This design comes from an exercise in tuning for small area and a short achievable clock period on the open sky130 flow, not from production work.
At most, simulation tests tie the RTL to the original design; equivalence was not proved.

the previous run:
// sobel_conv_top
module sobel_conv_top (
  input  logic        clk_main_a0,
  input  logic        rst_main_n_sync,
  input  logic        awvalid,
  input  logic [31:0] awaddr,
  output logic        awready,
  input  logic        wvalid,
  input  logic [31:0] wdata,
  output logic        wready,
  output logic        bvalid,
  output logic [1:0]  bresp,
  input  logic        bready,
  input  logic        arvalid,
  input  logic [31:0] araddr,
  output logic        arready,
  output logic        rvalid,
  output logic [31:0] rdata,
  output logic [1:0]  rresp,
  input  logic        rready,
  input  logic [15:0] vdip,
  output logic [15:0] vled
);
  logic rst_n;
  assign rst_n = rst_main_n_sync;
  logic       w_wait;
  logic [3:0] w_code;     
  logic       aw_hs, w_hs;
  assign awready = ~(w_wait | bvalid);
  assign wready  = w_wait & wvalid;
  assign bresp   = 2'b00;
  assign aw_hs   = awvalid & awready;
  assign w_hs    = wready;
  function automatic logic [3:0] wr_code(input logic [31:0] a);
    logic low_ok;
    low_ok = (a[31:7] == 25'd0) && (a[1:0] == 2'b00);
    if (low_ok && !a[6] && (a[5:2] == 4'd0 || a[5:2] == 4'd4 || a[5:2] == 4'd5 ||
        a[5:2] == 4'd6 || a[5:2] == 4'd7 || a[5:2] == 4'd9 || a[5:2] == 4'd10 ||
        a[5:2] == 4'd11 || a[5:2] == 4'd12))
      wr_code = a[5:2];
    else if (low_ok && a[6:2] == 5'b10000)
      wr_code = 4'd1;
    else
      wr_code = 4'd2;
  endfunction
  always_ff @(posedge clk_main_a0) begin
    if (!rst_n) begin
      w_wait <= 1'b0;
      bvalid <= 1'b0;
    end else begin
      if (w_wait) w_wait <= ~wvalid;
      else        w_wait <= aw_hs;
      if (bvalid) bvalid <= ~bready;
      else        bvalid <= w_hs;
    end
  end
  always_ff @(posedge clk_main_a0) begin
    if (aw_hs) w_code <= wr_code(awaddr);
  end
  logic [11:0] p0, p2, n6, n8;
  logic [10:0] n1, n3, p5, p7;
  logic        mode_nz, mode_z;    
  logic [15:0] scratch;
  logic [15:0] wd;
  logic [11:0] wdn;
  assign wd  = wdata[15:0] & {16{rst_n}};
  ...
Size in the first run: about 610 cells after synthesis, about 180 I/O pins, ~8400 um^2 of cells after synthesis.
Settings: LEC_CHECK=0, CAP_MARGIN=20, CORE_MARGIN=2, CORE_UTILIZATION=55, PLACE_DENSITY=0.8, SETUP_SLACK_MARGIN=3.75, SLEW_MARGIN=20, SYNTH_HIERARCHICAL=1; clock period 7.0 ns.
standard.sh (not shown) runs the stock make flow with config.mk's settings and CLKGATE_MAP_FILE= SYNTH_SCRIPT=/design/flow/synth_recipe.tcl, a recipe that flattens the netlist after the stock synthesis.
==> flow/flow/run.sh <==
#!/bin/bash
# The standard layout (standard.sh, unchanged synthesis and steps) with two
# placement/CTS options changed:
#  - port buffers are sky130_fd_sc_hd__buf_1 instead of the default pick
#  - clock tree built from clkbuf_4/clkbuf_8 without dummy loads
set -o pipefail
export BUFFER_PORTS_ARGS="-buffer_cell sky130_fd_sc_hd__buf_1"
export CTS_ARGS="-sink_clustering_enable -repair_clock_nets -dont_use_dummy_load -buf_list {sky130_fd_sc_hd__clkbuf_4 sky130_fd_sc_hd__clkbuf_8}"
bash standard.sh > standard.log 2>&1
status=$?
cp -r orfs/logs orfs_logs 2>/dev/null
exit $status
[inputs] the current run vs the previous run
--- a/flow/design.v
+++ b/flow/design.v
@@ -290,24 +290,30 @@
       r_t    <= {4'b0, res_t};
       r_g    <= res_g;
       r_c2   <= res_c2;
     end
   end
   logic [11:0] sum_lo;
   assign sum_lo[1:0] = r_t[1:0];
   sobel_radd u_radd (.cin(r_c2), .g(r_g), .t(r_t[11:2]), .s(sum_lo[11:2]));
   assign rdata = {r_dead ? 16'hDEAD : 16'h0000, r_t[15:12], sum_lo};
   logic [15:0] dip_meta, led_pre_n;    
+  logic        rst_i;
+  logic [15:0] vled_d;
+  assign rst_i = ~rst_n;
+  for (genvar i = 0; i < 16; i++) begin : g_vled
+    sobel_nor2 u_vled_d (.a(led_pre_n[i]), .b(rst_i), .y(vled_d[i]));
+  end
   always_ff @(posedge clk_main_a0) begin
-    dip_meta <= vdip;
+    dip_meta  <= vdip;
     led_pre_n <= ~(scratch & dip_meta & {16{rst_n}});
-    vled      <= ~led_pre_n & {16{rst_n}};
+    vled      <= vled_d;
   end
 endmodule
 module sobel_fa (
   input  logic a,
   input  logic b,
   input  logic c,
   output logic s,
   output logic co
 );
   assign s  = a ^ b ^ c;
Notes after the runs:
In the current run, final wirelength is higher than in the previous run.
In the metrics for the previous run and the current run, the one carrying the higher half-perimeter wire length after placement is the current run.
The current run: maximum frequency from static timing analysis 0.0043 GHz above the previous run
The global-route usage of the current run exceeds that of the previous run by 0.86 points.
For cell count after synthesis, the current run and the previous run come out practically identical.
For the previous run, only the layout was checked, not whether the RTL still works.

[what the ideal ports hide]
How much do the figures lean on ideal ports? The routed layouts below were timed once more, with nothing changed but the port constraints. Step 1 (the two cells are an assumption about what drives the block):
set clk [get_ports {clk_main_a0}]
set_driving_cell -lib_cell sky130_fd_sc_hd__clkbuf_16 $clk
set_driving_cell -lib_cell sky130_fd_sc_hd__buf_2 [delete_from_list [all_inputs] $clk]
Step 2, shift: input delay + t, output delay - t, t = (earliest + latest rising clock arrival at the registers) / 2. This alone moves slack from input paths to output paths. Three values: ideal, step 1, step 2; two values: the first two.
| run | t, ns | slack for setup (ns) | slew at the worst register clock pin (ns) | worst slew at a driven data input, ns |
|---|---|---|---|---|
| the previous run | 0.502 | 3.740 / 3.701 / 3.675 | 0.10 / 0.10 | 0.06 |
| the current run | 0.484 | 3.786 / 3.753 / 3.714 | 0.09 / 0.09 | 0.05 |
After both steps every run listed still meets setup and hold. The setup slack of the current run, which loses most, moves by -0.033 ns with the drivers and by -0.072 ns with both steps.
